Background: an optimization exercise with open tools, aiming at small area, a short achievable clock period and few clock cycles. Do not read the settings as production practice.
Function was checked by simulation only, so behaviour that the tests miss may differ from the original.
Power and IR drop assume default switching activity.

[design.v]
`timescale 1ns / 1ps
package lsga_pkg;
    localparam int IDX_W        = 4;
    localparam int BYTES_W      = 12;
    localparam int DEST_W       = 4;
    localparam int SERVED_W     = 24;
    localparam int OPCODE_W     = 2;
    localparam int S_TDATA_W    = 24;
    localparam int M_TDATA_W    = 24;
    localparam int MAX_SLAVES_DEF    = 14;
    localparam int ACTIVE_RESET      = 14;
    localparam logic [OPCODE_W-1:0] OP_CLR_REQ = 2'd0;
    localparam logic [OPCODE_W-1:0] OP_RECORD  = 2'd1;
    localparam logic [OPCODE_W-1:0] OP_GRANT   = 2'd2;
    localparam logic [OPCODE_W-1:0] OP_CLR_ALL = 2'd3;
endpackage
`timescale 1ns / 1ps
module lsga_cell (
    input  logic                          i_clk,
    input  logic                          i_rst_n,
    input  logic                          i_clr_flag,   
    input  logic                          i_rec,        
    input  logic                          i_win,        
    input  logic                          i_tot_we,     
    input  logic [lsga_pkg::BYTES_W-1:0]  i_bytes,
    input  logic [lsga_pkg::DEST_W-1:0]   i_dest,
    input  logic [lsga_pkg::SERVED_W-1:0] i_tot_wd,     
    input  logic [lsga_pkg::SERVED_W-1:0] i_tot,        
    input  logic                          i_tie,        
    output logic                          o_flag,
    output logic [lsga_pkg::SERVED_W-1:0] o_served,
    output logic [lsga_pkg::BYTES_W-1:0]  o_size,
    output logic [lsga_pkg::DEST_W-1:0]   o_dest,
    output logic                          o_bc_wins     
);
    logic                          r_flag;
    logic [lsga_pkg::SERVED_W-1:0] r_served;
    logic [lsga_pkg::BYTES_W-1:0]  r_size;
    logic [lsga_pkg::DEST_W-1:0]   r_dest;
    always_ff @(posedge i_clk) begin
        if (!i_rst_n) begin
            r_flag <= 1'b0;
        end else if (i_clr_flag || i_win) begin
            r_flag <= 1'b0;
        end else if (i_rec) begin
            r_flag <= 1'b1;
        end
    end
    always_ff @(posedge i_clk) begin
        if (i_tot_we) begin
            r_served <= i_tot_wd;
        end
    end
    always_ff @(posedge i_clk) begin
        if (i_rec) begin
            r_size <= i_bytes;
            r_dest <= i_dest;
        end
    end
    function automatic logic lt_fn(input logic [23:0] x, input logic [23:0] s, input logic tie);
        logic [23:0] g, l; logic [11:0] g1, l1; logic [5:0] g2, l2; logic [2:0] g3, l3;
        g = ~x & s;
        l = x & ~s;
        for (int k = 0; k < 12; k++) begin g1[k] = g[2*k+1] | (~l[2*k+1] & g[2*k]); l1[k] = l[2*k+1] | (~g[2*k+1] & l[2*k]); end
        for (int k = 0; k < 6; k++) begin g2[k] = g1[2*k+1] | (~l1[2*k+1] & g1[2*k]); l2[k] = l1[2*k+1] | (~g1[2*k+1] & l1[2*k]); end
        for (int k = 0; k < 3; k++) begin g3[k] = g2[2*k+1] | (~l2[2*k+1] & g2[2*k]); l3[k] = l2[2*k+1] | (~g2[2*k+1] & l2[2*k]); end
        lt_fn = g3[2] | (~l3[2] & (g3[1] | (~l3[1] & (g3[0] | (~l3[0] & tie)))));
    endfunction
    assign o_bc_wins = lt_fn(i_tot, r_served, i_tie);
    assign o_flag   = r_flag;
    assign o_served = r_served;
    assign o_size   = r_size;
    assign o_dest   = r_dest;
endmodule
`timescale 1ns / 1ps
module least_served_grant_arbiter_core #(
    parameter int MAX_SLAVES = lsga_pkg::MAX_SLAVES_DEF
) (
    input  logic                 i_clk,
    input  logic                 i_rst_n,
    input  logic                 i_cfg_we,
    input  logic [lsga_pkg::IDX_W-1:0]     i_cfg_wdata,       
    input  logic                 i_s_axis_tvalid,
    output logic                 o_s_axis_tready,
    input  logic [lsga_pkg::S_TDATA_W-1:0] i_s_axis_tdata,    
    input  logic [lsga_pkg::OPCODE_W-1:0]  i_s_axis_tuser,    
    output logic                 o_m_axis_tvalid,
    input  logic                 i_m_axis_tready,
    output logic [lsga_pkg::M_TDATA_W-1:0] o_m_axis_tdata     
);
    localparam int N   = MAX_SLAVES;
    localparam int SW  = lsga_pkg::SERVED_W;
    localparam int BW  = lsga_pkg::BYTES_W;
    localparam int DW  = lsga_pkg::DEST_W;
    localparam int IW  = lsga_pkg::IDX_W;
    localparam logic [IW-1:0] ACT_RST = (N < lsga_pkg::ACTIVE_RESET) ? IW'(N) : IW'(lsga_pkg::ACTIVE_RESET);
    logic [1:0]    w_op;
    logic [IW-1:0] w_idx;
    logic [BW-1:0] w_bytes;
    logic [DW-1:0] w_dest;
    assign w_op    = i_s_axis_tuser;
    assign w_idx   = i_s_axis_tdata[IW-1:0];
    assign w_bytes = i_s_axis_tdata[IW +: BW];
    assign w_dest  = i_s_axis_tdata[IW+BW +: DW];
    logic          r_out_valid;
    logic [22:0]   r_out_data;
    logic [N-1:0]  r_act;        
    logic [N-1:0]  w_flag;
    logic [SW-1:0] w_served [N];
    logic [BW-1:0] w_size [N];
    logic [DW-1:0] w_sdest [N];
    logic [N-1:0]  w_bc_wins;
    logic [N-1:0]  r_g_oh;       
    logic [N-1:0]  r_t_oh;       
    logic [SW-1:0] r_tot;
    logic w_hold, w_accept;
    assign w_hold          = |(r_t_oh & w_flag);
    assign o_s_axis_tready = !w_hold && (!r_out_valid || i_m_axis_tready);
    assign w_accept        = i_s_axis_tvalid && o_s_axis_tready;
    logic [N-1:0] w_dec;
    always_comb begin
        for (int k = 0; k < N; k++) w_dec[k] = (w_idx == IW'(k + 1));
    end
    logic w_rec_ok, w_rec_set, w_clr_req, w_clr_all, w_grant;
    assign w_rec_ok  = |(w_dec & r_act);
    assign w_rec_set = w_accept && (w_op == lsga_pkg::OP_RECORD) && (w_bytes != '0);
    assign w_clr_req = i_cfg_we || (w_accept && (w_op == lsga_pkg::OP_CLR_REQ || w_op == lsga_pkg::OP_CLR_ALL));
    assign w_clr_all = !i_rst_n || i_cfg_we || (w_accept && (w_op == lsga_pkg::OP_CLR_ALL));
    assign w_grant   = w_accept && (w_op == lsga_pkg::OP_GRANT);
    logic [N-1:0]  r_m [N];
    logic [N-1:0]  w_beats [N];
    logic [N-1:0]  w_win;
    logic          w_any;
    always_comb begin
        for (int i = 0; i < N; i++) begin
            for (int j = 0; j < N; j++) begin
                if (i < j)       w_beats[i][j] = r_m[i][j];
                else if (i > j)  w_beats[i][j] = !r_m[j][i];
                else             w_beats[i][j] = 1'b1;
            end
        end
        for (int i = 0; i < N; i++) begin
            w_win[i] = w_flag[i] && (&(w_beats[i] | ~w_flag));
        end
    end
    assign w_any = |w_flag;
    logic [N-1:0]  w_g_above, r_t_above;
    logic [SW-1:0] w_tot_wd;
    always_comb begin
        w_g_above[0] = 1'b0;
        for (int i = 1; i < N; i++) w_g_above[i] = w_g_above[i-1] | r_g_oh[i-1];
    end
    assign w_tot_wd = w_clr_all ? '0 : r_tot;
    genvar gk;
    generate
        for (gk = 0; gk < N; gk++) begin : g_cell
            lsga_cell u_cell (
                .i_clk      (i_clk),
                .i_rst_n    (i_rst_n),
                .i_clr_flag (w_clr_req),
                .i_rec      (w_rec_set && w_dec[gk] && r_act[gk]),
                .i_win      (w_grant && w_win[gk]),
                .i_tot_we   (w_clr_all || r_t_oh[gk]),
                .i_bytes    (w_bytes),
                .i_dest     (w_dest),
                .i_tot_wd   (w_tot_wd),
                .i_tot      (r_tot),
                .i_tie      (r_t_above[gk]),
                .o_flag     (w_flag[gk]),
                .o_served   (w_served[gk]),
                .o_size     (w_size[gk]),
                .o_dest     (w_sdest[gk]),
                .o_bc_wins  (w_bc_wins[gk])
            );
        end
    endgenerate
    logic [BW-1:0] w_sel_size;
    logic [DW-1:0] w_sel_dest;
    logic [IW-1:0] w_sel_idx;
    always_comb begin
        w_sel_size = '0;
        w_sel_dest = '0;
        w_sel_idx  = '0;
        for (int i = 0; i < N; i++) begin
            w_sel_size |= {BW{w_win[i]}} & w_size[i];
            w_sel_dest |= {DW{w_win[i]}} & w_sdest[i];
            w_sel_idx  |= {IW{w_win[i]}} & IW'(i + 1);
        end
    end
    logic [SW-1:0] w_sel_served, r_g_served;
    always_comb begin
        w_sel_served = '0;
        for (int i = 0; i < N; i++) w_sel_served |= {SW{w_win[i]}} & w_served[i];
    end
    logic [BW-1:0] w_g_size;
    assign w_g_size = r_out_data[16:5];
    logic [BW-1:0] w_lo_g, w_lo_p, w_lo_cg, w_lo_cp;
    logic [BW:0]   w_lo_c;
    logic [BW-1:0] w_lo_sum;
    logic [SW-BW-1:0] w_hi, w_hi_t, w_hi_inc;
    logic [SW-1:0] w_new_tot;
    always_comb begin
        w_lo_g = r_g_served[BW-1:0] & w_g_size;
        w_lo_p = r_g_served[BW-1:0] ^ w_g_size;
        w_lo_cg = w_lo_g;
        w_lo_cp = w_lo_p;
        for (int d = 1; d < BW; d = d * 2) begin
            for (int i = BW - 1; i >= d; i--) begin
                w_lo_cg[i] = w_lo_cg[i] | (w_lo_cp[i] & w_lo_cg[i-d]);
                w_lo_cp[i] = w_lo_cp[i] & w_lo_cp[i-d];
            end
        end
        w_lo_c[0] = 1'b0;
        for (int i = 0; i < BW; i++) w_lo_c[i+1] = w_lo_cg[i];
        w_lo_sum = w_lo_p ^ w_lo_c[BW-1:0];
        w_hi = r_g_served[SW-1:BW];
        w_hi_t[0] = 1'b1;
        for (int i = 1; i < SW - BW; i++) w_hi_t[i] = w_hi_t[i-1] & w_hi[i-1];
        w_hi_inc = w_hi ^ w_hi_t;
        if (w_lo_c[BW] && (&w_hi)) w_new_tot = '1;
        else if (w_lo_c[BW])       w_new_tot = {w_hi_inc, w_lo_sum};
        else                       w_new_tot = {w_hi, w_lo_sum};
    end
    logic [22:0] w_res;
    always_comb begin
        w_res = '0;
        unique case (w_op)
            lsga_pkg::OP_RECORD: begin
                w_res[21] = w_any || (w_rec_ok && (w_bytes != '0));
                w_res[22] = !w_rec_ok;
            end
            lsga_pkg::OP_GRANT: begin
                w_res[0]     = w_any;
                w_res[4:1]   = w_sel_idx;
                w_res[16:5]  = w_sel_size;
                w_res[20:17] = w_sel_dest;
                w_res[21]    = |(w_flag & ~w_win);
            end
            default: w_res = '0;
        endcase
    end
    always_ff @(posedge i_clk) begin
        for (int i = 0; i < N; i++) begin
            for (int j = i + 1; j < N; j++) begin
                r_m[i][j] <= w_clr_all || (r_t_oh[i] && w_bc_wins[j]) || (r_t_oh[j] && !w_bc_wins[i])
                             || (!r_t_oh[i] && !r_t_oh[j] && r_m[i][j]);
            end
        end
    end
    always_ff @(posedge i_clk) begin
        if (!i_rst_n) begin
            r_out_valid <= 1'b0;
            for (int k = 0; k < N; k++) r_act[k] <= (k + 1 <= ACT_RST);
        end else begin
            if (w_accept) begin
                r_out_valid <= 1'b1;
            end else if (i_m_axis_tready) begin
                r_out_valid <= 1'b0;
            end
            if (i_cfg_we) begin
                for (int k = 0; k < N; k++) r_act[k] <= (IW'(k + 1) <= i_cfg_wdata);
            end
        end
    end
    always_ff @(posedge i_clk) begin
        if (w_clr_all) begin
            r_g_oh <= '0;
            r_t_oh <= '0;
        end else begin
            r_g_oh <= w_grant ? w_win : '0;
            r_t_oh <= r_g_oh;
        end
        r_t_above <= w_g_above;
    end
    always_ff @(posedge i_clk) begin
        r_tot <= w_new_tot;
        r_g_served <= w_sel_served;      
        if (w_accept) begin
            r_out_data <= w_res;
        end
    end
    assign o_m_axis_tvalid = r_out_valid;
    assign o_m_axis_tdata  = {1'b0, r_out_data};
endmodule
[run.sh]
#!/bin/bash
# synth_recipe.tcl (not shown) runs the flow's synth.tcl, then flattens the netlist and writes it again
# the make line also repeats each setting of config.mk as NAME=value (left out here)
make -C /OpenROAD-flow-scripts/flow DESIGN_CONFIG=/design/flow/config.mk WORK_HOME=/design/flow/orfs CLKGATE_MAP_FILE= SYNTH_SCRIPT=/design/flow/synth_recipe.tcl finish
[config.mk]
export PLATFORM = sky130hd
export DESIGN_NAME = least_served_grant_arbiter_core
export DESIGN_NICKNAME = least_served_grant_arbiter_core
export VERILOG_FILES = /design/flow/design.v
export SDC_FILE = /design/flow/constraint.sdc
export NUM_CORES = 4
export LEC_CHECK = 0
export CAP_MARGIN = 20
export CORE_MARGIN = 2
export CORE_UTILIZATION = 45
export CTS_CLUSTER_DIAMETER = 70
export CTS_CLUSTER_SIZE = 26
export SETUP_SLACK_MARGIN = 2.6
export SLEW_MARGIN = 20
export TNS_END_PERCENT = 0
[constraint.sdc]
create_clock -name core_clock -period 5.0 [get_ports {i_clk}]
set_input_delay 1.0000 -clock core_clock [delete_from_list [all_inputs] [get_ports {i_clk}]]
set_output_delay 1.0000 -clock core_clock [all_outputs]
set_load 0.01 [all_outputs]
==> impl_metrics.csv, run 1 <==
group,metric,value,unit
synthesis,yosysTopAreaCell,"edfxtp_1",
critical_path,rr_worst_depth,11,
route,antenna_left,0,
critical_path,path_class,"flop to flop",
floorplan,die_area,83600,um^2
route,wirelength,140000,um
run_status,outcome,"timing/DRC/antenna clean",
synthesis,synth_most_common_cell,"edfxtp_1",
synthesis,synth_flop_cell,"edfxtp_1",
power_and_ir_drop,peakVddDrop,0.000313,V
power_and_ir_drop,powerDensity,315,nW/um^2
critical_path,cp_slowest_cell,"dfxtp_4",
sta,setup-violations-final,0,
critical_path,cpMostUsedCell,"maj3_2",
finish,nets,3342,
synthesis,synth_area_leaders,"edfxtp_1 (48%), dfxtp_1 (11%), a22oi_1 (4.5%)",
placement,io_buffers,55,
global_routing,grt_pass1_vias,28300,
global_routing,overflow,0,
synthesis,netlist-cell-type-count,83,
power_and_ir_drop,p_int,9.65,mW
synthesis,synth_commonest_cells,"edfxtp_1 (583), nor2_1 (224), a22oi_1 (220)",
route,num_vias,30200,
sta,whs,0.388,ns
clock_tree,cts-root-buf,"clkbuf_16",
global_routing,grt_max_degree,45,
sta,slew_viol_final,0,
finish,final_util,0.517,
floorplan,initial_core_util,0.454,
route,routed_via_density,6.89,
sta,slew-limit-headroom,0.335,
synthesis,synth_edf_count,583,
placement,place_inst,4227,
clock_tree,ctsHoldBuffers,0,
critical_path,reg2reg_to,"r_m[2][4]$_DFF_P_",
clock_tree,cts_tree,"built",
critical_path,cp-startpoint,"r_tot[4]$_SDFF_PP1_",
sta,tightest_slew,0.997,ns
clock_tree,cts.path.max_buffers,3,
power_and_ir_drop,p_switching,3.46,mW
floorplan,die_w,289,um
clock_tree,clk_latency,0.64,ns
placement,place_ws,0.763,ns
synthesis,synth_area,36600,um^2
clock_tree,cts_max_level,2,
critical_path,critPathMaxFanout,17,
placement,dp_hpwl,89000,um
critical_path,regToRegSetupSlack,1.66,ns
sta,fin_tns_setup,0,ns
critical_path,timing.rr.start,"r_tot[4]$_SDFF_PP1_",
sta,rsz0062_at_grt,"true",
sta,clock_skew,0.0325,ns
power_and_ir_drop,p_leak,14.5,nW
synthesis,synth_seq_area_share,0.593,
clock_tree,cts.reportedPaths.clkPinSlew,0.10,ns
power_and_ir_drop,p_seq_frac,0.568,
sta,setup_ws,1.66,ns
global_routing,grt.total_usage,0.327,
placement,gp_congestion,0.987,
power_and_ir_drop,power.total,13.1,mW
critical_path,worst_setup_path_end_kind,"flop",
finish,num-fill-cells,6934,
route,drtIter0Drc,4986,
power_and_ir_drop,combPwrFrac,0.083,
synthesis,synth_top_area_frac,0.479,
synthesis,netlist_instances,3236,
sta,min_period,3.34,ns
critical_path,path_cells,"clkinv_1 -> buf_12 -> nand2_1 -> maj3_1 -> maj3_2 -> a31oi_2 -> o22ai_2 -> maj3_2 -> o221a_4 -> o21a_1 -> a2111o_1",
route,drtPass1Iterations,6,
clock_tree,numCtsBuffers,48,
critical_path,startpoint_type,"flop",
floorplan,coreArea,80500,um^2
flow_run,maxCapViolCount,0,
route,route.detailed.drc,0,
synthesis,yosysWarnings,9,
synthesis,ys_ff_latch,792,
critical_path,worstPathRequired,5.50,ns
global_routing,antenna_found_initial,3,
finish,syn2layout_area_growth,14.0,%
finish,layout.cells.non_filler,4384,
placement,placed_area,38700,um^2
route,routedWlPerCell,32.0,um
synthesis,synth_area_per_cell,11.3,um^2
sta,fin_crit_sh,0.668,
floorplan,io_pins,61,
critical_path,crit_path_end,"r_m[2][4]$_DFF_P_",
global_routing,grt_pass1_wl,199000,um
power_and_ir_drop,swShare,0.264,
sta,fmax,299,MHz
finish,drive_gt1_frac,0.133,
finish,design_area,41700,um^2
sta,hold_violations,0,
critical_path,cp_slowest_stage_delay,0.42,ns
worst_hold_path,hold_class,"flop to flop",
floorplan,die_h,289,um
power_and_ir_drop,clockPowerShare,0.348,
clock_tree,cts.sinks,792,
floorplan,rows,104,
critical_path,arrival,3.84,ns
synthesis,async_flop_share,0,
## layout by cell type, fill, tap and decap left out, drive strengths merged, types with 24 or more instances in the layout
cell type	netlist	final
edfxtp	583	583
nor2	224	224
a22oi	220	220
dfxtp	209	209
nand2	206	206
o21ai	190	190
inv	154	161
buf	38	159
a21oi	146	146
a221oi	112	112
maj3	102	102
o22ai	77	77
nand3	70	70
clkbuf	189	63
nand2b	53	54
clkdlybuf4s50	0	53
nor2b	51	51
a22o	44	44
a221o	42	42
nand4	41	41
o21a	38	38
nor3	30	30
and3	28	28
o211ai	27	27
ha	25	25
clkinv	12	24
## metal layers
layer	up-vias	track usage	wire, um
li1	12700	-	-
met1	15000	0.460	56700
met2	2097	0.498	61900
met3	352	0.0717	16100
met4	4	0.119	5740
met5	-	0	29
## what timing repair did
| action | 4_1_cts | 5_1_grt |
|---|---|---|
| endpoints found under the setup margin | 1140 | 1142 |
| cloned | 5 | 2 |
| resized for setup | 122 | 63 |
| pin swaps | 27 | 33 |
| buffers inserted | 39 | 18 |
| hold endpoints to repair | 0 | 0 |
## area by class of cell
class / instances / area [um^2] / area share
Multi-Input combinational cell: 2053 / 14200 / 0.340
Inverter: 166 / 667 / 0.0160
Antenna cell: 4 / 10.0 / 0.000240
Timing Repair Buffer: 216 / 2030 / 0.0487
Clock inverter: 28 / 408 / 0.00979
Timing Repair inverter: 4 / 20.0 / 0.000480
Tap cell: 1060 / 1330 / 0.0318
Clock buffer: 61 / 1290 / 0.0310
Sequential cell: 792 / 21700 / 0.522
## registers in the layout, indices dropped and copies added (netlist names)
signal	cells
g_cell.u_cell.r_dest	56
g_cell.u_cell.r_flag	14
g_cell.u_cell.r_served	336
g_cell.u_cell.r_size	168
r_act	14
r_g_oh	14
r_g_served	24
r_m	91
r_out_data	23
r_out_valid	1
r_t_above	13
r_t_oh	14
r_tot	24
## worst min-delay path by stage
stage	cells after the start	startpoint	end	slack [ns]
final	0	r_g_oh[0]$_SDFF_PP0_	r_t_above[1]$_DFF_P_	0.39
after global placement	0	r_g_oh[0]$_SDFF_PP0_	r_t_above[1]$_DFF_P_	0.37
after detailed placement	0	r_g_oh[0]$_SDFF_PP0_	r_t_above[1]$_DFF_P_	0.37
after global routing	0	r_g_oh[0]$_SDFF_PP0_	r_t_above[1]$_DFF_P_	0.41
after floorplan	0	r_g_oh[0]$_SDFF_PP0_	r_t_above[1]$_DFF_P_	0.35
after CTS	0	r_g_oh[0]$_SDFF_PP0_	r_t_above[1]$_DFF_P_	0.39
## power groups by stage
stage	Sequential, mW	Clock [mW]	Combinational (mW)
floorplan	7.50	0	0.566
global placement	7.58	0	0.947
detailed placement	7.59	0	0.961
CTS	7.44	4.61	1.03
global route	7.47	4.82	1.15
finish	7.45	4.57	1.09
## critical path: cells and delay by family (launching register included)
| kind | cells | cell delay, ns |
|---|---|---|
| adder cells (fa/ha/maj) | 3 | 1.16 |
| buffers and inverters | 2 | 0.29 |
| AO/OA/AOI/OAI | 5 | 1.26 |
| AND/OR/NAND/NOR | 1 | 0.07 |
| flip-flops | 1 | 0.42 |
## logic make-up (layout without fill, tap and decap cells)
logic type | count (synthesis) | count (layout) | share of synthesized area
AOI/OAI and AO/OA | 1139 | 1140 | 0.224
xor gates and xnor gates | 8 | 8 | 0.00192
adders and majority gates | 128 | 128 | 0.0374
buffers and inverters | 393 | 475 | 0.0416
DFF | 792 | 792 | 0.593
muxes | 7 | 7 | 0.00267
other | 1 | 5 | 0.000103
and+or+nand+nor | 768 | 769 | 0.0992
Testbench counts, summed over its fixed seeds: cycles 12,129.
==> inputs of run 2 (changes only) <==
--- a/config.mk
+++ b/config.mk
@@ -12,2 +12,3 @@
 export CTS_CLUSTER_SIZE = 26
+export PLACE_DENSITY = 0.75
 export SETUP_SLACK_MARGIN = 2.6
==> run 2 against run 1 <==
Still clean. Critical path depth is 2 lower. Count of clock-buffer cells in the layout shrank 1. Core utilization up 0.064 points. Sequential cell count unchanged. Sequential share of layout area barely moved. Via count up 0.70%. Sequential power barely moved. Synthesized area unchanged. Fmax grew 1.2%. Design area grew 0.12%. Die area unchanged. Final cell count hardly changed. Critical path type is now primary input to flop.
==> impl_metrics.csv, run 2 <==
group,metric,value,unit
run_status,outcome,"timing/DRC/antenna clean",
sta,min_period,3.30,ns
sta,setup-violations-final,0,
power_and_ir_drop,p_switching,3.41,mW
sta,clock_skew,0.0580,ns
finish,reg.largest.list,"g_cell.u_cell.r_served: 336 flops, g_cell.u_cell.r_size: 168 flops, r_m: 91 flops",
synthesis,synth_top_area_frac,0.479,
flow_run,maxCapViolCount,0,
sta,tightest_slew,1.03,ns
route,wirelength,131000,um
synthesis,yosysWarnings,9,
critical_path,timing.rr.start,"g_cell[4].u_cell.r_flag$_SDFFE_PP0P_",
power_and_ir_drop,p_int,9.69,mW
synthesis,async_flop_share,0,
sta,fin_tns_setup,0,ns
power_and_ir_drop,powerDensity,314,nW/um^2
sta,fin_crit_sh,0.660,
global_routing,grt_max_degree,59,
synthesis,netlist_instances,3236,
global_routing,grt.total_usage,0.306,
route,route.detailed.drc,0,
critical_path,regToRegSetupSlack,1.72,ns
synthesis,synth_commonest_cells,"edfxtp_1 (583), nor2_1 (224), a22oi_1 (220)",
power_and_ir_drop,p_seq_frac,0.568,
global_routing,grtUsageMet2,0.473,
finish,top_register,"g_cell.u_cell.r_served",
clock_tree,clk_latency,0.67,ns
clock_tree,cts.path.max_buffers,3,
clock_tree,cts-root-buf,"clkbuf_16",
critical_path,path_class,"primary input to flop",
worst_hold_path,hold_class,"flop to flop",
global_routing,overflow,0,
global_routing,met1_usage,0.395,
finish,mostFrequentLayoutCells,"edfxtp_1 (583), a22oi_1 (218), nand2_1 (192), nor2_1 (190), dfxtp_1 (182)",
finish,drive_gt1_frac,0.137,
critical_path,arrival,3.80,ns
worst_hold_path,hold_depth,0,
route,antenna_left,0,
sta,slew_viol_final,0,
critical_path,critPathMaxFanout,17,
synthesis,synth_area,36600,um^2
synthesis,netlist-cell-type-count,83,
critical_path,startpoint_type,"primary input",
global_routing,antenna_found_initial,4,
finish,largest_register_ff_count,336,
clock_tree,cts.sinks,792,
sta,hold_violations,0,
clock_tree,ctsHoldBuffers,0,
power_and_ir_drop,p_leak,14.5,nW
critical_path,rr_worst_depth,10,
synthesis,synth_area_per_cell,11.3,um^2
floorplan,initial_core_util,0.454,
synthesis,synth_area_leaders,"edfxtp_1 (48%), dfxtp_1 (11%), a22oi_1 (4.5%)",
floorplan,io_pins,61,
sta,rsz0062_at_grt,"true",
route,routed_via_density,6.93,
synthesis,synth_seq_area_share,0.593,
placement,dp_hpwl,81800,um
sta,fmax,303,MHz
clock_tree,cts_max_level,2,
floorplan,die_h,289,um
floorplan,die_w,289,um
worst_hold_path,min-delay-start,"r_g_oh[0]$_SDFF_PP0_",
finish,nets,3347,
power_and_ir_drop,peakVddDrop,0.000404,V
clock_tree,cts.reportedPaths.clkPinSlew,0.09,ns
floorplan,coreArea,80500,um^2
sta,whs,0.419,ns
synthesis,synth_flop_cell,"edfxtp_1",
clock_tree,numCtsBuffers,47,
synthesis,synth_edf_count,583,
sta,slew-limit-headroom,0.309,
critical_path,worstPathRequired,5.50,ns
clock_tree,cts_tree,"built",
route,routedWlPerCell,30.0,um
global_routing,top_usage_layer,"met2",
synthesis,synth_most_common_cell,"edfxtp_1",
global_routing,grt_pass1_wl,189000,um
critical_path,worst_setup_path_end_kind,"flop",
placement,gp_congestion,1.02,
global_routing,grt_pass1_vias,28600,
synthesis,ys_ff_latch,792,
synthesis,yosysTopAreaCell,"edfxtp_1",
route,drtIter0Drc,5004,
worst_hold_path,min_to,"r_t_above[1]$_DFF_P_",
finish,syn2layout_area_growth,14.1,%
finish,final_common_cell,"edfxtp_1",
placement,io_buffers,55,
critical_path,reg2reg_to,"r_g_served[4]$_DFF_P_",
power_and_ir_drop,clockPowerShare,0.351,
route,num_vias,30400,
floorplan,die_area,83600,um^2
floorplan,rows,104,
global_routing,grt_use_met3,0.0757,
power_and_ir_drop,swShare,0.260,
power_and_ir_drop,combPwrFrac,0.081,
route,drtPass1Iterations,9,
-- run 2: area by class of cell --
class | count | area [um^2]
Antenna cell | 2 | 5.00
Clock buffer | 60 | 1280
Clock inverter | 28 | 422
Fill cell | 6711 | 38800
Inverter | 166 | 678
Multi-Input combinational cell | 2056 | 14100
Sequential cell | 792 | 21800
Tap cell | 1060 | 1330
Timing Repair Buffer | 220 | 2140
Timing Repair inverter | 3 | 20.0
-- run 2: per-stage QoR --
stage / cells / instance area (um^2) / utilization / worst slack [ns] / power (mW)
global route: 4385 / 41700 / 0.518 / 1.64 / 13.4
global placement: 4215 / 38600 / 0.479 / 0.871 / 8.48
finish: 4387 / 41700 / 0.518 / 1.70 / 13.1
CTS: 4350 / 41100 / 0.511 / 1.77 / 13.0
floorplan: 3236 / 36800 / - / 2.08 / 8.06
detailed placement: 4215 / 38600 / 0.479 / 0.831 / 8.50
-- run 2: how the worst max path moves through the flow --
| stage | end | from | depth (start not counted) | slack [ns] |
|---|---|---|---|---|
| after floorplan | g_cell[4].u_cell.r_dest[0]$_DFFE_PP_ | i_m_axis_tready | 9 | 2.08 |
| after global placement | g_cell[9].u_cell.r_dest[3]$_DFFE_PP_ | i_s_axis_tdata[15] | 5 | 0.87 |
| after detailed placement | g_cell[9].u_cell.r_dest[3]$_DFFE_PP_ | i_s_axis_tdata[15] | 5 | 0.83 |
| after CTS | r_m[6][11]$_DFF_P_ | r_tot[0]$_SDFF_PP1_ | 10 | 1.77 |
| after global routing | r_m[5][8]$_DFF_P_ | r_tot[13]$_SDFF_PP1_ | 11 | 1.64 |
| final | g_cell[5].u_cell.r_flag$_SDFFE_PP0P_ | i_s_axis_tdata[10] | 9 | 1.70 |
-- run 2: kinds of logic (layout without fill, tap and decap cells) --
group,Yosys count,after routing,share of synthesized area
flops,792,792,0.593
other cells,1,3,0.000103
xor+xnor,8,8,0.00192
fa+ha+maj,128,128,0.0374
simple gates,768,771,0.0992
compound gates,1139,1141,0.224
buf+inv,393,477,0.0416
mux,7,7,0.00267
-- run 2: metal layers --
layer | part of all wire | vias up
met5 | 0 | -
met4 | 0.066 | 0
met3 | 0.14 | 533
met2 | 0.45 | 2557
met1 | 0.35 | 14600
li1 | - | 12700
-- run 2: power by group through the flow --
| stage | clock, mW | combinational (mW) | sequential, mW |
|---|---|---|---|
| 3_3_place_gp | 0 | 0.904 | 7.58 |
| 4_1_cts | 4.60 | 0.973 | 7.43 |
| 3_5_place_dp | 0 | 0.917 | 7.58 |
| 6_report | 4.60 | 1.06 | 7.44 |
| 2_1_floorplan | 0 | 0.566 | 7.50 |
| 5_1_grt | 4.83 | 1.10 | 7.46 |
-- run 2: timing repair --
action                                  in CTS  in global routing
gates cloned                                 7                  1
endpoints found under the setup margin    1118               1147
buffers inserted                            40                 34
gates resized for setup                    109                 80
pin swaps                                   37                 27
-- run 2: critical path, cell delays in order --
cell	delay (ns)
clkdlybuf4s50_1	0.66
nor4_1	0.91
a31oi_2	0.32
nand2_1	0.20
or3_4	0.22
nor2_4	0.06
buf_12	0.16
o21ai_0	0.21
nor2_1	0.07
==> inputs of run 3 (changes only) <==
--- a/config.mk
+++ b/config.mk
@@ -12,4 +12,3 @@
 export CTS_CLUSTER_SIZE = 26
-export PLACE_DENSITY = 0.75
-export SETUP_SLACK_MARGIN = 2.6
+export SETUP_SLACK_MARGIN = 3.0
 export SLEW_MARGIN = 20
==> run 3 against run 2 <==
Clock power about the same. Non-clock buffer count shrank 4. Combinational power about the same. Total power is essentially flat. Via count decreased by 0.70%. Register-to-register slack worse by 0.06 ns. Routed wire length grew 6.9%. First-iteration DRC count down 0.36%. Setup slack worse by 0.039 ns. Critical path depth increased by 2. Synthesized cell count stayed put.
==> impl_metrics.csv, run 3 <==
group,metric,value,unit
run_status,outcome,"timing/DRC/antenna clean",
power_and_ir_drop,swShare,0.264,
placement,io_buffers,55,
route,routed_via_density,6.89,
placement,gp_congestion,0.987,
clock_tree,clk_latency,0.64,ns
critical_path,rr_worst_depth,11,
finish,mostFrequentLayoutCells,"edfxtp_1 (583), a22oi_1 (218), nor2_1 (195), nand2_1 (191), dfxtp_1 (186)",
critical_path,startpoint_type,"flop",
synthesis,async_flop_share,0,
worst_hold_path,min_to,"r_t_above[1]$_DFF_P_",
sta,fmax,299,MHz
clock_tree,numCtsBuffers,48,
sta,min_period,3.34,ns
route,drtIter0Drc,4986,
power_and_ir_drop,p_switching,3.46,mW
power_and_ir_drop,powerDensity,315,nW/um^2
clock_tree,cts.path.max_buffers,3,
floorplan,rows,104,
global_routing,overflow,0,
synthesis,synth_area_leaders,"edfxtp_1 (48%), dfxtp_1 (11%), a22oi_1 (4.5%)",
route,routedWlPerCell,32.0,um
placement,dp_hpwl,89000,um
sta,slew-limit-headroom,0.335,
floorplan,die_h,289,um
synthesis,synth_top_area_frac,0.479,
clock_tree,cts.reportedPaths.clkPinSlew,0.10,ns
route,antenna_left,0,
worst_hold_path,min-delay-start,"r_g_oh[0]$_SDFF_PP0_",
finish,seq_area,21700,um^2
sta,rsz0062_at_grt,"true",
sta,clock_skew,0.0325,ns
synthesis,synth_seq_area_share,0.593,
route,num_vias,30200,
synthesis,netlist-cell-type-count,83,
global_routing,grt_max_degree,45,
route,wirelength,140000,um
critical_path,reg2reg_to,"r_m[2][4]$_DFF_P_",
clock_tree,cts-root-buf,"clkbuf_16",
power_and_ir_drop,combPwrFrac,0.083,
power_and_ir_drop,p_seq_frac,0.568,
clock_tree,cts.sinks,792,
floorplan,die_area,83600,um^2
synthesis,synth_edf_count,583,
route,drtPass1Iterations,6,
critical_path,worst_setup_path_end_kind,"flop",
clock_tree,cts_tree,"built",
clock_tree,ctsHoldBuffers,0,
global_routing,grt.total_usage,0.327,
finish,layout.cells.non_filler,4384,
placement,place_ws,0.763,ns
synthesis,synth_area_per_cell,11.3,um^2
synthesis,yosysTopAreaCell,"edfxtp_1",
finish,top_register,"g_cell.u_cell.r_served",
worst_hold_path,hold_depth,0,
sta,tightest_slew,0.997,ns
global_routing,grt_pass1_vias,28300,
finish,design_area,41700,um^2
synthesis,ys_ff_latch,792,
floorplan,coreArea,80500,um^2
placement,placed_area,38700,um^2
flow_run,maxCapViolCount,0,
global_routing,grt_pass1_wl,199000,um
floorplan,die_w,289,um
finish,final_common_cell,"edfxtp_1",
power_and_ir_drop,peakVddDrop,0.000313,V
synthesis,yosysWarnings,9,
synthesis,synth_area,36600,um^2
finish,nets,3342,
critical_path,path_class,"flop to flop",
sta,fin_tns_setup,0,ns
finish,multi_input_area,14200,um^2
synthesis,synth_commonest_cells,"edfxtp_1 (583), nor2_1 (224), a22oi_1 (220)",
sta,hold_violations,0,
finish,largest_register_ff_count,336,
floorplan,io_pins,61,
sta,setup-violations-final,0,
finish,num-fill-cells,6934,
placement,place_inst,4227,
critical_path,arrival,3.84,ns
power_and_ir_drop,p_int,9.65,mW
power_and_ir_drop,clockPowerShare,0.348,
finish,reg.largest.list,"g_cell.u_cell.r_served: 336 flops, g_cell.u_cell.r_size: 168 flops, r_m: 91 flops",
sta,slew_viol_final,0,
critical_path,timing.rr.start,"r_tot[4]$_SDFF_PP1_",
critical_path,critPathMaxFanout,17,
clock_tree,cts_max_level,2,
critical_path,worstPathRequired,5.50,ns
critical_path,cp-startpoint,"r_tot[4]$_SDFF_PP1_",
synthesis,synth_most_common_cell,"edfxtp_1",
finish,syn2layout_area_growth,14.0,%
worst_hold_path,hold_class,"flop to flop",
global_routing,antenna_found_initial,3,
sta,fin_crit_sh,0.668,
route,route.detailed.drc,0,
finish,drive_gt1_frac,0.133,
critical_path,regToRegSetupSlack,1.66,ns
synthesis,synth_flop_cell,"edfxtp_1",
sta,setup_ws,1.66,ns
power_and_ir_drop,p_leak,14.5,nW
floorplan,initial_core_util,0.454,
synthesis,netlist_instances,3236,
[run 3: changes by cell type in the layout (fill, tap and decap cells not counted), sizes merged, moves of 2 or more]
cell      before  now
nor2         227  224
buf          165  159
clkinvlp      14   12
diode          2    4
clkinv        15   24
inv          166  161
clkbuf        60   63
[run 3: through the flow]
step,utilization,power (mW),hold WS (ns)
6_report,0.517,13.1,0.388
5_1_grt,0.517,13.4,0.408
4_1_cts,0.512,13.1,0.389
3_5_place_dp,0.480,8.55,0.372
3_3_place_gp,0.480,8.53,0.370
2_1_floorplan,-,8.06,0.350
[run 3: critical path: stages (launching register included)]
cell	delay, ns
dfxtp_4	0.42
clkinv_1	0.11
buf_12	0.18
nand2_1	0.07
maj3_1	0.36
maj3_2	0.39
a31oi_2	0.23
o22ai_2	0.16
maj3_2	0.41
o221a_4	0.32
o21a_1	0.20
a2111o_1	0.35
[run 3: area by class of cell]
class / count / area share
Antenna cell: 4 / 0.000240
Clock buffer: 61 / 0.0310
Clock inverter: 28 / 0.00979
Inverter: 166 / 0.0160
Multi-Input combinational cell: 2053 / 0.340
Sequential cell: 792 / 0.522
Tap cell: 1060 / 0.0318
Timing Repair Buffer: 216 / 0.0487
Timing Repair inverter: 4 / 0.000480
[run 3: kinds of logic after synthesis]
family                     share of synthesized area
AOI/OAI and AO/OA                              0.224
DFF                                            0.593
and+or+nand+nor                               0.0992
buffers and inverters                         0.0416
adders and majority gates                     0.0374
xor gates and xnor gates                     0.00192
muxes                                        0.00267
other                                       0.000103
[run 3: layer usage]
layer	vias up	routed length, um	track usage	part of all wire
li1	12700	-	-	-
met1	15000	56700	0.460	0.40
met2	2097	61900	0.498	0.44
met3	352	16100	0.0717	0.11
met4	4	5740	0.119	0.041
met5	-	29	0	0.00021
[run 3: how the worst max path moves through the flow]
| stage | to | slack, ns | cells after the start |
|---|---|---|---|
| global route | r_m[6][9]$_DFF_P_ | 1.59 | 12 |
| CTS | r_m[1][11]$_DFF_P_ | 1.67 | 12 |
| global placement | g_cell[7].u_cell.r_size[6]$_DFFE_PP_ | 0.86 | 6 |
| finish | r_m[2][4]$_DFF_P_ | 1.66 | 11 |
| floorplan | g_cell[4].u_cell.r_dest[0]$_DFFE_PP_ | 2.08 | 9 |
| detailed placement | g_cell[7].u_cell.r_size[6]$_DFFE_PP_ | 0.76 | 6 |
[run 3: what timing repair did]
item	CTS	global route
gates resized for setup	122	63
setup buffers	39	18
endpoints found under the setup margin	1153	1153
cloned	5	2
pin swaps	27	33
[run 3: power groups by stage]
| stage | registers, mW | logic [mW] | clock network, mW |
|---|---|---|---|
| floorplan | 7.50 | 0.566 | 0 |
| global placement | 7.58 | 0.947 | 0 |
| detailed placement | 7.59 | 0.961 | 0 |
| CTS | 7.44 | 1.03 | 4.61 |
| global route | 7.47 | 1.15 | 4.82 |
| finish | 7.45 | 1.09 | 4.57 |
==> inputs of run 4 (changes only) <==
--- a/config.mk
+++ b/config.mk
@@ -9,6 +9,7 @@
 export CORE_MARGIN = 2
-export CORE_UTILIZATION = 45
+export CORE_UTILIZATION = 55
 export CTS_CLUSTER_DIAMETER = 70
 export CTS_CLUSTER_SIZE = 26
-export SETUP_SLACK_MARGIN = 3.0
+export PLACE_DENSITY = 0.8
+export SETUP_SLACK_MARGIN = 2.6
 export SLEW_MARGIN = 20
==> run 4 against run 3 <==
Total power decreased by 1.1%. Sequential power about the same. Setup slack got worse by 0.054 ns. Clock power decreased by 2%. Design area decreased by 0.96%. Final cell count decreased by 4.7%. Fmax decreased by 1.6%. Hold slack got worse by 0.016 ns. Largest power group unchanged. Highest routed layer unchanged.
==> impl_metrics.csv, run 4 <==
group,metric,value,unit
finish,nets,3337,
route,wirelength,135000,um
synthesis,synth_commonest_cells,"edfxtp_1 (583), nor2_1 (224), a22oi_1 (220)",
route,routed_via_density,7.37,
power_and_ir_drop,peakVddDrop,0.000284,V
finish,mostFrequentLayoutCells,"edfxtp_1 (583), a22oi_1 (219), nand2_1 (191), nor2_1 (188), dfxtp_1 (184)",
route,routedWlPerCell,32.3,um
route,antenna_left,0,
sta,clock_skew,0.0412,ns
finish,multi_input_area,14000,um^2
sta,setup-violations-final,0,
power_and_ir_drop,p_leak,14.4,nW
global_routing,grt.total_usage,0.387,
synthesis,synth_area,36600,um^2
placement,gp_congestion,0.996,
synthesis,yosysWarnings,9,
sta,fin_tns_setup,0,ns
synthesis,yosysTopAreaCell,"edfxtp_1",
clock_tree,cts.path.max_buffers,3,
sta,tightest_slew,1.19,ns
global_routing,top_usage_layer,"met2",
clock_tree,cts.reportedPaths.clkPinSlew,0.10,ns
critical_path,rr_worst_depth,8,
synthesis,netlist-cell-type-count,83,
critical_path,arrival,3.79,ns
clock_tree,cts_max_level,2,
sta,min_period,3.39,ns
clock_tree,numCtsBuffers,47,
clock_tree,cts_tree,"built",
global_routing,met1_usage,0.504,
synthesis,synth_seq_area_share,0.593,
clock_tree,ctsHoldBuffers,0,
finish,largest_register_ff_count,336,
sta,fmax,295,MHz
floorplan,die_h,262,um
synthesis,ys_ff_latch,792,
global_routing,grt_pass1_wl,193000,um
critical_path,worstPathRequired,5.40,ns
synthesis,synth_area_per_cell,11.3,um^2
global_routing,antenna_found_initial,3,
placement,io_buffers,55,
floorplan,initial_core_util,0.556,
critical_path,path_class,"flop to flop",
synthesis,synth_top_area_frac,0.479,
global_routing,grt_max_degree,51,
flow_run,maxCapViolCount,0,
route,drtPass1Iterations,7,
power_and_ir_drop,power.total,13.0,mW
route,drtIter0Drc,5253,
finish,seq_area,21700,um^2
sta,hold_violations,0,
critical_path,critPathMaxFanout,7,
sta,rsz0062_at_grt,"true",
floorplan,die_area,68600,um^2
finish,top_register,"g_cell.u_cell.r_served",
power_and_ir_drop,powerDensity,314,nW/um^2
global_routing,grt_pass1_vias,29000,
route,route.detailed.drc,0,
critical_path,worst_setup_path_end_kind,"flop",
finish,final_util,0.628,
finish,antenna_cells,0,
synthesis,synth_area_leaders,"edfxtp_1 (48%), dfxtp_1 (11%), a22oi_1 (4.5%)",
synthesis,synth_edf_count,583,
global_routing,overflow,0,
clock_tree,clk_latency,0.66,ns
worst_hold_path,hold_class,"flop to flop",
finish,drive_gt1_frac,0.135,
finish,syn2layout_area_growth,12.9,%
placement,place_inst,4004,
floorplan,rows,94,
route,num_vias,30800,
synthesis,synth_flop_cell,"edfxtp_1",
finish,reg.largest.list,"g_cell.u_cell.r_served: 336 flops, g_cell.u_cell.r_size: 168 flops, r_m: 91 flops",
placement,dp_hpwl,85000,um
floorplan,io_pins,61,
finish,final_common_cell,"edfxtp_1",
finish,num-fill-cells,4905,
floorplan,die_w,262,um
global_routing,grtUsageMet2,0.594,
clock_tree,cts-root-buf,"clkbuf_16",
clock_tree,cts.sinks,792,
global_routing,grt_use_met3,0.103,
synthesis,netlist_instances,3236,
critical_path,startpoint_type,"flop",
sta,slew-limit-headroom,0.207,
floorplan,coreArea,65700,um^2
worst_hold_path,hold_depth,0,
sta,fin_crit_sh,0.679,
finish,layout.cells.non_filler,4179,
synthesis,async_flop_share,0,
sta,slew_viol_final,0,
synthesis,synth_most_common_cell,"edfxtp_1",
run_status,outcome,"timing/DRC/antenna clean",
==> run 4: cell types whose count changed in the layout (fill, tap and decap cells not counted), sizes merged <==
cell | previous run | this run
clkinvlp | 12 | 24
buf | 159 | 150
inv | 161 | 155
clkbuf | 63 | 59
diode | 4 | 0
nor2 | 224 | 227
a21oi | 146 | 147
clkdlybuf4s15 | 0 | 1
clkinv | 24 | 23
dlygate4sd2 | 1 | 0
nand2b | 54 | 53
==> run 4: kinds of logic after synthesis <==
kind of cell / synth area share
compound gates: 0.224
xor+xnor: 0.00192
fa+ha+maj: 0.0374
buf+inv: 0.0416
flops: 0.593
mux: 0.00267
other cells: 0.000103
simple gates: 0.0992
==> run 4: critical path, cell delays in order (launching register included) <==
cell,delay [ns]
dfxtp_1,0.44
inv_1,0.37
o22ai_1,0.15
a2111oi_1,0.49
nand3_1,0.45
a221oi_2,0.56
nand3_1,0.18
a222oi_1,0.41
nor2_1,0.09
==> run 4: timing repair <==
action                                  4_1_cts  5_1_grt
pin swaps                                    36       14
cloned                                       11        2
buffers inserted                             63       11
endpoints found under the setup margin     1146     1146
gates resized for setup                     135       43
==> run 4: cell type report <==
class	count	area share
Clock buffer	59	0.0309
Multi-Input combinational cell	2056	0.340
Tap cell	864	0.0262
Clock inverter	29	0.00958
Sequential cell	792	0.527
Inverter	166	0.0169
Timing Repair Buffer	205	0.0488
Timing Repair inverter	8	0.00103
==> run 4: metrics by stage <==
| step | area (um^2) | hold slack [ns] | worst slack [ns] |
|---|---|---|---|
| 2_1_floorplan | 36800 | 0.350 | 2.08 |
| 5_1_grt | 41300 | 0.382 | 1.60 |
| 6_report | 41300 | 0.372 | 1.61 |
| 3_5_place_dp | 38200 | 0.363 | 0.771 |
| 3_3_place_gp | 38200 | 0.367 | 0.836 |
| 4_1_cts | 41000 | 0.372 | 1.71 |
==> run 4: worst paths after layout <==
check / from / end / slack [ns]
hold / removal: r_g_oh[0]$_SDFF_PP0_ / r_t_above[1]$_DFF_P_ / 0.37
hold reg to reg: r_g_oh[0]$_SDFF_PP0_ / r_t_above[1]$_DFF_P_ / 0.37
setup reg to reg: g_cell[6].u_cell.r_flag$_SDFFE_PP0P_ / r_out_data[21]$_DFFE_PP_ / 1.61
setup / recovery: g_cell[6].u_cell.r_flag$_SDFFE_PP0P_ / r_out_data[21]$_DFFE_PP_ / 1.61
==> run 4: report_power, final <==
group          internal, mW  total (mW)  switching (mW)  leakage, nW
logic                 0.358        1.06           0.704         5.84
clock network          2.01        4.46            2.45        0.804
registers              7.24        7.44           0.207         7.72
total                  9.61        13.0            3.36         14.4
==> run 4: per-layer routing <==
layer / wire (um) / share of wire
met5: 91 / 0.00067
met4: 8470 / 0.063
met1: 47200 / 0.35
met3: 19700 / 0.15
met2: 59700 / 0.44
==> inputs of run 5 (changes only) <==
--- a/design.v
+++ b/design.v
@@ -115,4 +115,5 @@
     logic [SW-1:0] r_tot;
+    logic r_hold;
     logic w_hold, w_accept;
-    assign w_hold          = |(r_t_oh & w_flag);
+    assign w_hold          = r_hold;
     assign o_s_axis_tready = !w_hold && (!r_out_valid || i_m_axis_tready);
@@ -152,3 +153,4 @@
     end
-    assign w_tot_wd = w_clr_all ? '0 : r_tot;
+    logic r_clr_pend;
+    assign w_tot_wd = r_clr_pend ? '0 : r_tot;
     genvar gk;
@@ -162,3 +164,3 @@
                 .i_win      (w_grant && w_win[gk]),
-                .i_tot_we   (w_clr_all || r_t_oh[gk]),
+                .i_tot_we   (r_clr_pend || r_t_oh[gk]),
                 .i_bytes    (w_bytes),
@@ -244,3 +246,3 @@
             for (int j = i + 1; j < N; j++) begin
-                r_m[i][j] <= w_clr_all || (r_t_oh[i] && w_bc_wins[j]) || (r_t_oh[j] && !w_bc_wins[i])
+                r_m[i][j] <= r_clr_pend || (r_t_oh[i] && w_bc_wins[j]) || (r_t_oh[j] && !w_bc_wins[i])
                              || (!r_t_oh[i] && !r_t_oh[j] && r_m[i][j]);
@@ -273,2 +275,4 @@
         r_t_above <= w_g_above;
+        r_clr_pend <= w_clr_all;
+        r_hold     <= i_rst_n && !i_cfg_we && w_rec_set && |(w_dec & r_act & r_g_oh);
     end
--- a/config.mk
+++ b/config.mk
@@ -9,6 +9,6 @@
 export CORE_MARGIN = 2
-export CORE_UTILIZATION = 55
+export CORE_UTILIZATION = 45
 export CTS_CLUSTER_DIAMETER = 70
 export CTS_CLUSTER_SIZE = 26
-export PLACE_DENSITY = 0.8
+export PLACE_DENSITY = 0.75
 export SETUP_SLACK_MARGIN = 2.6
==> run 5 against run 4 <==
Clock skew is 0.0087 ns higher. Fmax up 15%. Clock power is 4.7% lower. Largest cell class unchanged. Synthesized cell count up 2.0%. Critical path depth is 2 higher. Non-clock buffer count is 59 higher. Highest routed layer unchanged. Register-to-register slack improved by 0.43 ns. Design area rose by 4.2%.
==> impl_metrics.csv, run 5 <==
group,metric,value,unit
synthesis,synth_commonest_cells,"edfxtp_1 (583), nand2_1 (212), dfxtp_1 (211)",
sta,hold_violations,0,
placement,io_buffers,55,
flow_run,maxCapViolCount,0,
sta,tightest_slew,1.02,ns
global_routing,overflow,0,
sta,rsz0062_at_grt,"true",
sta,fin_crit_sh,0.592,
critical_path,critPathMaxFanout,41,
route,route.detailed.drc,0,
critical_path,critPathTopFamily,"compound AO/OA/AOI/OAI gates",
route,routedWlPerCell,31.0,um
sta,slew_viol_final,0,
power_and_ir_drop,powerDensity,299,nW/um^2
synthesis,netlist_instances,3302,
synthesis,netlist-cell-type-count,89,
critical_path,path_cells,"clkinvlp_4 -> buf_6 -> buf_4 -> a2bb2oi_1 -> o2111ai_1 -> nor3_2 -> buf_12 -> a221o_1 -> a221oi_1 -> nand4_1",
global_routing,grt_max_degree,57,
synthesis,yosysTopAreaCell,"edfxtp_1",
floorplan,die_w,292,um
synthesis,synth_area,37300,um^2
synthesis,synth_most_common_cell,"edfxtp_1",
power_and_ir_drop,peakVddDrop,0.000284,V
critical_path,path_buf_inv,4,
sta,fmax,338,MHz
finish,num-fill-cells,6901,
global_routing,antenna_found_initial,3,
power_and_ir_drop,p_leak,14.8,nW
finish,drive_gt1_frac,0.159,
clock_tree,cts.reportedPaths.clkPinSlew,0.10,ns
clock_tree,cts_tree,"built",
route,drtPass1Iterations,9,
floorplan,rows,105,
floorplan,die_area,85200,um^2
critical_path,cp_slowest_cell,"dfxtp_4",
clock_tree,clk_latency,0.66,ns
synthesis,ys_ff_latch,794,
worst_hold_path,hold_class,"flop to flop",
sta,slew-limit-headroom,0.317,
finish,final_util,0.524,
synthesis,synth_flop_cell,"edfxtp_1",
sta,min_period,2.96,ns
synthesis,synth_area_leaders,"edfxtp_1 (47%), dfxtp_1 (11%), a22oi_1 (4.0%)",
finish,nets,3459,
sta,clock_skew,0.0499,ns
critical_path,path_class,"flop to flop",
critical_path,worst_setup_path_end_kind,"flop",
clock_tree,cts.sinks,794,
synthesis,synth_area_per_cell,11.3,um^2
critical_path,arrival,3.33,ns
floorplan,die_h,292,um
global_routing,grt_pass1_wl,197000,um
route,wirelength,140000,um
route,routed_via_density,7.07,
global_routing,grt_pass1_vias,29100,
clock_tree,numCtsBuffers,44,
placement,dp_hpwl,86500,um
finish,reg.largest.list,"g_cell.u_cell.r_served: 336 flops, g_cell.u_cell.r_size: 168 flops, r_m: 91 flops",
synthesis,synth_edf_count,583,
clock_tree,cts.path.max_buffers,3,
finish,syn2layout_area_growth,15.3,%
finish,final_common_cell,"edfxtp_1",
synthesis,yosysWarnings,9,
placement,gp_congestion,0.996,
critical_path,worstPathRequired,5.37,ns
route,num_vias,31900,
finish,largest_register_ff_count,336,
finish,mostFrequentLayoutCells,"edfxtp_1 (583), nand2_1 (201), a22oi_1 (198), dfxtp_1 (176), buf_4 (162)",
global_routing,grt.total_usage,0.312,
floorplan,coreArea,82100,um^2
sta,fin_tns_setup,0,ns
sta,setup-violations-final,0,
finish,top_register,"g_cell.u_cell.r_served",
route,antenna_left,0,
clock_tree,ctsHoldBuffers,0,
synthesis,async_flop_share,0,
floorplan,initial_core_util,0.454,
synthesis,synth_top_area_frac,0.469,
clock_tree,cts-root-buf,"clkbuf_16",
critical_path,cp_slowest_stage_delay,0.42,ns
synthesis,synth_seq_area_share,0.582,
clock_tree,cts_max_level,2,
route,drtIter0Drc,5058,
critical_path,startpoint_type,"flop",
run_status,outcome,"timing/DRC/antenna clean",
floorplan,io_pins,61,
==> run 5: cell types whose count changed in the layout (fill, tap and decap cells not counted), sizes merged, moves of 12 or more <==
| cell | before | now |
|---|---|---|
| nor2 | 227 | 173 |
| nand3 | 70 | 86 |
| a22oi | 220 | 199 |
| o221ai | 23 | 73 |
| a21oi | 147 | 123 |
| o21ai | 190 | 155 |
| a311oi | 3 | 15 |
| buf | 150 | 208 |
| nor2b | 51 | 66 |
| a31oi | 22 | 96 |
| nand2b | 53 | 77 |
| a21o | 19 | 36 |
| nor3b | 4 | 17 |
| a221oi | 112 | 84 |
==> run 5: cells by family (layout without fill, tap and decap cells) <==
| logic type | count (synthesis) | after routing | share of synthesized area |
|---|---|---|---|
| other | 1 | 2 | 0.000100 |
| adder cells (fa/ha/maj) | 133 | 133 | 0.0383 |
| AND/OR/NAND/NOR | 822 | 825 | 0.111 |
| flip-flops | 794 | 794 | 0.582 |
| XOR/XNOR | 5 | 5 | 0.00117 |
| AO/OA/AOI/OAI | 1167 | 1170 | 0.227 |
| buffers and inverters | 380 | 506 | 0.0399 |
==> run 5: timing repair <==
action | in CTS | in global routing
pin swaps | 46 | 31
gates resized for setup | 209 | 76
gates cloned | 12 | 5
setup endpoints to repair | 763 | 726
setup buffers | 87 | 45
endpoints found under the hold margin | 0 | 0
==> run 5: worst paths after layout <==
kind                            depth (start not counted)  slack (ns)                     end                             startpoint
worst min-delay path                                    0        0.36    r_t_above[1]$_DFF_P_                   r_g_oh[0]$_SDFF_PP0_
worst min register to register                          0        0.36    r_t_above[1]$_DFF_P_                   r_g_oh[0]$_SDFF_PP0_
worst max-delay path                                   10        2.04  r_g_served[21]$_DFF_P_  g_cell[12].u_cell.r_flag$_SDFFE_PP0P_
worst max register to register                         10        2.04  r_g_served[21]$_DFF_P_  g_cell[12].u_cell.r_flag$_SDFFE_PP0P_
==> run 5: routing by layer <==
metal,vias up,GRT usage,routed length [um]
li1,13200,-,-
met1,15400,0.413,50200
met2,2669,0.471,60200
met3,562,0.0720,19200
met4,2,0.182,10000
met5,-,0,10
==> run 5: area by class of cell <==
type	instances	area, um^2	share of cell area
Multi-Input combinational cell	2134	15100	0.350
Clock buffer	55	1160	0.0270
Antenna cell	1	2.50	0.0000582
Tap cell	1070	1340	0.0311
Clock inverter	27	334	0.00777
Sequential cell	794	21800	0.508
Timing Repair inverter	8	56.3	0.00131
Timing Repair Buffer	264	2550	0.0594
Inverter	152	671	0.0156
==> run 5: where the power goes <==
| group | switching (mW) | internal, mW |
|---|---|---|
| Clock | 2.41 | 1.84 |
| Sequential | 0.220 | 7.25 |
| Combinational | 0.749 | 0.399 |
==> run 5: through the flow <==
step	cell area (um^2)	cells	hold slack [ns]	setup slack (ns)	power, mW
final	43000	4505	0.356	2.04	12.9
after global routing	43000	4504	0.362	2.09	13.1
after CTS	42300	4454	0.356	2.17	12.8
after detailed placement	39100	4273	0.336	0.971	8.56
after global placement	39100	4273	0.339	1.07	8.55
after floorplan	37500	3302	0.331	2.41	8.10
==> run 5: worst reg2reg max path: stages (launching register included) <==
cell and delay (ns):
dfxtp_4 0.42, clkinvlp_4 0.17, buf_6 0.19, buf_4 0.16, a2bb2oi_1 0.14, o2111ai_1 0.15
nor3_2 0.12, buf_12 0.21, a221o_1 0.48, a221oi_1 0.23, nand4_1 0.42
Testbench counts of run 5, summed over its fixed seeds: cycles 12,129.
==> inputs of run 6 (changes only) <==
--- a/config.mk
+++ b/config.mk
@@ -15,2 +15,3 @@
 export SLEW_MARGIN = 20
+export SYNTH_HIERARCHICAL = 1
 export TNS_END_PERCENT = 0
==> run 6 against run 5 <==
Via count decreased by 6.6%. Count of clock-buffer cells in the layout is 1 lower. Synthesized area is 3.6% higher. Critical path type unchanged.
==> impl_metrics.csv, run 6 <==
group,metric,value,unit
run_status,outcome,"timing/DRC/antenna clean",
clock_tree,numCtsBuffers,43,
finish,mostFrequentLayoutCells,"edfxtp_1 (583), inv_1 (349), a22oi_1 (265), nand2_1 (251), nor2_1 (222)",
finish,design_area,42900,um^2
floorplan,coreArea,85100,um^2
clock_tree,cts.sinks,794,
floorplan,initial_core_util,0.454,
clock_tree,cts_max_level,2,
sta,fin_crit_sh,0.649,
placement,gp_congestion,0.971,
finish,top_register,"g_cell.u_cell.r_served",
critical_path,path_class,"flop to flop",
route,drtPass1Iterations,9,
sta,whs,0.393,ns
clock_tree,clk_latency,0.64,ns
clock_tree,cts.path.max_buffers,3,
finish,final_util,0.504,
placement,placed_area,40500,um^2
clock_tree,cts-root-buf,"clkbuf_16",
synthesis,synth_top_area_frac,0.453,
finish,drive_gt1_frac,0.131,
route,routed_via_density,6.37,
finish,nets,3553,
route,wirelength,123000,um
route,routedWlPerCell,26.3,um
sta,fmax,308,MHz
critical_path,startpoint_type,"flop",
finish,final_common_cell,"edfxtp_1",
floorplan,die_w,297,um
sta,setup-violations-final,0,
global_routing,grt.total_usage,0.269,
worst_hold_path,hold_class,"flop to flop",
power_and_ir_drop,powerDensity,299,nW/um^2
synthesis,synth_seq_area_share,0.562,
synthesis,synth_area_per_cell,11.2,um^2
clock_tree,cts.reportedPaths.clkPinSlew,0.10,ns
critical_path,arrival,3.76,ns
critical_path,worst_setup_path_end_kind,"flop",
global_routing,grt_max_degree,53,
route,num_vias,29800,
critical_path,worstPathRequired,5.52,ns
sta,slew-limit-headroom,0.218,
synthesis,synth_flop_cell,"edfxtp_1",
synthesis,yosysWarnings,15,
global_routing,grt_pass1_vias,28000,
synthesis,synth_area,38600,um^2
finish,largest_register_ff_count,336,
synthesis,yosysTopAreaCell,"edfxtp_1",
floorplan,die_h,297,um
synthesis,synth_most_common_cell,"edfxtp_1",
floorplan,io_pins,61,
critical_path,critPathMaxFanout,9,
sta,min_period,3.24,ns
route,route.detailed.drc,0,
route,drtIter0Drc,4415,
synthesis,synth_commonest_cells,"edfxtp_1 (583), inv_1 (354), a22oi_1 (265)",
finish,antenna_cells,0,
flow_run,maxCapViolCount,0,
placement,dp_hpwl,79200,um
finish,syn2layout_area_growth,11.1,%
global_routing,antenna_found_initial,0,
synthesis,netlist-cell-type-count,69,
clock_tree,cts_tree,"built",
floorplan,rows,107,
power_and_ir_drop,peakVddDrop,0.000284,V
sta,rsz0062_at_grt,"true",
sta,hold_violations,0,
placement,place_inst,4549,
finish,num-fill-cells,7460,
synthesis,ys_ff_latch,794,
finish,reg.largest.list,"g_cell.u_cell.r_served: 336 flops, g_cell.u_cell.r_size: 168 flops, r_m: 91 flops",
route,antenna_left,0,
sta,clock_skew,0.0357,ns
sta,fin_tns_setup,0,ns
sta,slew_viol_final,0,
synthesis,synth_edf_count,583,
global_routing,overflow,0,
synthesis,async_flop_share,0,
placement,io_buffers,55,
global_routing,grt_pass1_wl,180000,um
floorplan,die_area,88200,um^2
power_and_ir_drop,p_leak,15.2,nW
synthesis,netlist_instances,3463,
finish,layout.cells.non_filler,4671,
synthesis,synth_area_leaders,"edfxtp_1 (45%), dfxtp_1 (11%), a22oi_1 (5.1%)",
sta,tightest_slew,1.17,ns
[run 6: cell count changes after synthesis, sizes merged, moves of 46 or more]
cell / previous run / this run
inv: 139 / 354
maj3: 107 / 196
a31oi: 96 / 18
o21ai: 155 / 88
a22oi: 199 / 265
nor2: 172 / 232
nand3: 86 / 32
o221ai: 73 / 21
nor2b: 66 / 117
a21oi: 123 / 77
[run 6: path summary, 6_finish.rpt]
kind	slack, ns	startpoint	cells past startpoint	to
worst min-delay path	0.39	r_g_oh[0]$_SDFF_PP0_	0	r_t_above[1]$_DFF_P_
worst max-delay path	1.76	r_tot[12]$_SDFF_PP1_	11	r_m[0][3]$_DFF_P_
worst max register to register	1.76	r_tot[12]$_SDFF_PP1_	11	r_m[0][3]$_DFF_P_
worst min register to register	0.39	r_g_oh[0]$_SDFF_PP0_	0	r_t_above[1]$_DFF_P_
[run 6: layout make-up]
type	instances	area, um^2	area share
flip-flops and latches	794	21800	0.507
multi-input cells	2151	15600	0.364
well taps	1144	1430	0.0333
inverters	358	1360	0.0317
repair buffers	142	1290	0.0302
clock buffers	54	1130	0.0263
clock inverters	26	313	0.00728
repair inverters	2	15.0	0.000350
[run 6: worst max-delay path, cell delays in order, from the launching register on]
cell and delay [ns]:
dfxtp_4 0.44, buf_6 0.17, nor2b_1 0.06, maj3_2 0.31, maj3_2 0.31, maj3_2 0.36, a31oi_1 0.44, o41ai_2 0.17
maj3_2 0.39, buf_4 0.16, a221oi_1 0.23, nand2_1 0.09
[run 6: stage by stage]
| step | total power, mW | setup WS, ns |
|---|---|---|
| after floorplan | 8.27 | 2.08 |
| after global placement | 8.69 | 1.13 |
| after detailed placement | 8.72 | 1.05 |
| after CTS | 12.8 | 1.91 |
| after global routing | 13.2 | 1.70 |
| final | 12.9 | 1.76 |
[run 6: metal layers]
layer / vias up / track usage / share of wire
li1: 13100 / - / -
met1: 14500 / 0.364 / 0.39
met2: 1909 / 0.429 / 0.46
met3: 327 / 0.0424 / 0.11
met4: 0 / 0.118 / 0.045
met5: - / 0 / 0
[run 6: power by group]
part / switching [mW] / leakage, nW / internal [mW]
logic: 0.773 / 6.73 / 0.491
registers: 0.226 / 7.73 / 7.25
clock network: 2.34 / 0.693 / 1.78
total: 3.34 / 15.2 / 9.52
[run 6: Yosys stat by module, one instance, submodules excluded]
module / flip-flops and latches / area, um^2 / copies in the design / cells
least_served_grant_arbiter_core: 220 / 13300 / 1 / 1699
lsga_cell: 41 / 1810 / 14 / 126
[run 6: logic make-up after synthesis]
group	Yosys count	synth area share
fa+ha+maj	222	0.0626
buf+inv	523	0.0511
other cells	1	0.0000970
simple gates	1053	0.145
xor+xnor	7	0.00159
compound gates	863	0.177
flops	794	0.562
[run 6: timing repair]
action / in CTS / in global routing
buffers inserted: 35 / 1
endpoints found under the setup margin: 465 / 474
resized for setup: 116 / 3
gates cloned: 6 / 0
hold buffers: 0 / 0
pin swaps: 42 / 3
==> inputs of run 7 (changes only) <==
--- a/config.mk
+++ b/config.mk
@@ -13,5 +13,4 @@
 export PLACE_DENSITY = 0.75
-export SETUP_SLACK_MARGIN = 2.6
+export SETUP_SLACK_MARGIN = 2.3
 export SLEW_MARGIN = 20
-export SYNTH_HIERARCHICAL = 1
 export TNS_END_PERCENT = 0
==> run 7 against run 6 <==
Hold slack got worse by 0.020 ns. Sequential power barely moved. Highest routed layer unchanged. Clock power fell by 1%. Design area shrank 1.7%. Total power down 1.6%. Sequential share of layout area is 0.96 points higher. Global-route usage grew 3.3 points. Count of clock-buffer cells in the layout rose by 4. Routed wire length grew 9.7%. Largest power group unchanged. Clock skew increased by 0.0025 ns.
==> impl_metrics.csv, run 7 <==
group,metric,value,unit
run_status,outcome,"timing/DRC/antenna clean",
placement,place_ws,0.930,ns
clock_tree,cts.sinks,794,
clock_tree,cts-root-buf,"clkbuf_16",
worst_hold_path,hold_class,"flop to flop",
finish,design_area,42200,um^2
finish,reg.largest.list,"g_cell.u_cell.r_served: 336 flops, g_cell.u_cell.r_size: 168 flops, r_m: 91 flops",
route,num_vias,31600,
critical_path,cp_slowest_stage_delay,0.62,ns
synthesis,synth_seq_area_share,0.582,
placement,gp_congestion,1.04,
route,routed-wl-met3,18500,um
power_and_ir_drop,clockPowerShare,0.321,
route,antenna_left,0,
critical_path,worstPathRequired,5.50,ns
sta,rsz0062_at_grt,"true",
placement,placed_area,39100,um^2
floorplan,coreArea,82100,um^2
global_routing,grt.total_usage,0.302,
sta,setup-violations-final,0,
global_routing,grt_max_degree,58,
finish,nets,3412,
critical_path,startpoint_type,"flop",
floorplan,initial_core_util,0.454,
power_and_ir_drop,swShare,0.259,
synthesis,synth_top_area_frac,0.469,
synthesis,netlist-cell-type-count,89,
global_routing,grt_pass1_vias,29200,
sta,slew_viol_final,0,
critical_path,critPathMaxFanout,17,
finish,syn2layout_area_growth,13.2,%
power_and_ir_drop,peakVddDrop,0.000383,V
sta,fmax,326,MHz
sta,fin_tns_setup,0,ns
sta,hold_violations,0,
synthesis,synth_area,37300,um^2
route,wl_met2,58600,um
synthesis,netlist_instances,3302,
floorplan,die_h,292,um
floorplan,die_w,292,um
floorplan,io_pins,61,
global_routing,antenna_found_initial,2,
synthesis,ys_ff_latch,794,
clock_tree,numCtsBuffers,43,
clock_tree,cts.path.max_buffers,3,
critical_path,cpMostUsedCell,"o21ai_0",
clock_tree,cts_tree,"built",
clock_tree,clk_latency,0.63,ns
==> run 7: path summary, 6_finish.rpt <==
check                                          start                    to  slack (ns)  depth (start not counted)
worst max-delay path            r_tot[20]$_SDFF_PP1_    r_m[5][11]$_DFF_P_        1.93                          8
worst min-delay path            r_g_oh[0]$_SDFF_PP0_  r_t_above[1]$_DFF_P_        0.37                          0
worst max register to register  r_tot[20]$_SDFF_PP1_    r_m[5][11]$_DFF_P_        1.93                          8
worst min register to register  r_g_oh[0]$_SDFF_PP0_  r_t_above[1]$_DFF_P_        0.37                          0
==> run 7: power groups by stage <==
stage               clock [mW]  combinational (mW)  sequential, mW
floorplan                    0               0.578            7.51
global placement             0               0.923            7.61
detailed placement           0               0.934            7.62
CTS                       4.08                1.02            7.46
global route              4.29                1.15            7.49
finish                    4.07                1.12            7.48
==> run 7: per-stage QoR <==
stage,hold WS [ns],std cells
after floorplan,0.331,3302
final,0.373,4458
after global routing,0.400,4456
after CTS,0.379,4425
after detailed placement,0.341,4282
after global placement,0.338,4282
==> run 7: final cells by class <==
type	instances	area (um^2)	share of cell area
diodes	2	5.00	0.000119
clock buffers	58	1150	0.0273
clock inverters	22	285	0.00676
inverters	152	658	0.0156
multi-input cells	2133	14900	0.353
flip-flops and latches	794	21800	0.517
well taps	1070	1340	0.0317
repair buffers	219	2020	0.0479
repair inverters	8	47.5	0.00113
==> run 7: cells by family after synthesis <==
group / count (synthesis) / synth area share
AND/OR/NAND/NOR: 822 / 0.111
flip-flops: 794 / 0.582
AO/OA/AOI/OAI: 1167 / 0.227
buffers and inverters: 380 / 0.0399
other: 1 / 0.000100
adder cells (fa/ha/maj): 133 / 0.0383
XOR/XNOR: 5 / 0.00117
==> run 7: worst max-delay path: cells and delay by family, from the launching register on <==
kind,cells,cell delay [ns]
compound gates,4,1.00
fa+ha+maj,1,0.48
simple gates,3,0.83
flops,1,0.62
==> run 7: what timing repair did <==
action                     CTS  global route
setup endpoints to repair  480           469
buffers inserted            54            27
hold buffers                 0             0
resized for setup          158            72
pin swaps                   14            16
gates cloned                 9             4
==> run 7: per-layer routing <==
layer | global-route usage | vias up
met3 | 0.0721 | 636
met1 | 0.395 | 15200
li1 | - | 13100
met2 | 0.460 | 2663
met4 | 0.170 | 0
met5 | 0 | -

==> what the ideal ports hide <==
No port has a modelled driver above. Below, the same layouts with a new extraction and two added sets of constraints.
Step 1, drivers: a clkbuf_16 drives i_clk and a buf_2 each remaining input, both assumed.
Step 2, shift: input delay + t, output delay - t, t = (earliest + latest rising clock arrival at the registers) / 2. This alone moves slack from input paths to output paths.
a / b / c = no drivers / after step 1 / after step 2; a / b = the first two.
| run | t (ns) | setup slack, ns |
|---|---|---|
| run 1 | 0.698 | 1.661 / 1.661 / 1.141 |
| run 2 | 0.699 | 1.700 / 1.715 / 1.035 |
| run 3 | 0.698 | 1.661 / 1.661 / 1.141 |
| run 4 | 0.706 | 1.607 / 1.607 / 0.958 |
| run 5 | 0.702 | 2.038 / 2.038 / 1.549 |
| run 6 | 0.690 | 1.756 / 1.756 / 1.277 |
| run 7 | 0.681 | 1.931 / 1.931 / 1.505 |
After both steps every run listed still meets setup and hold.
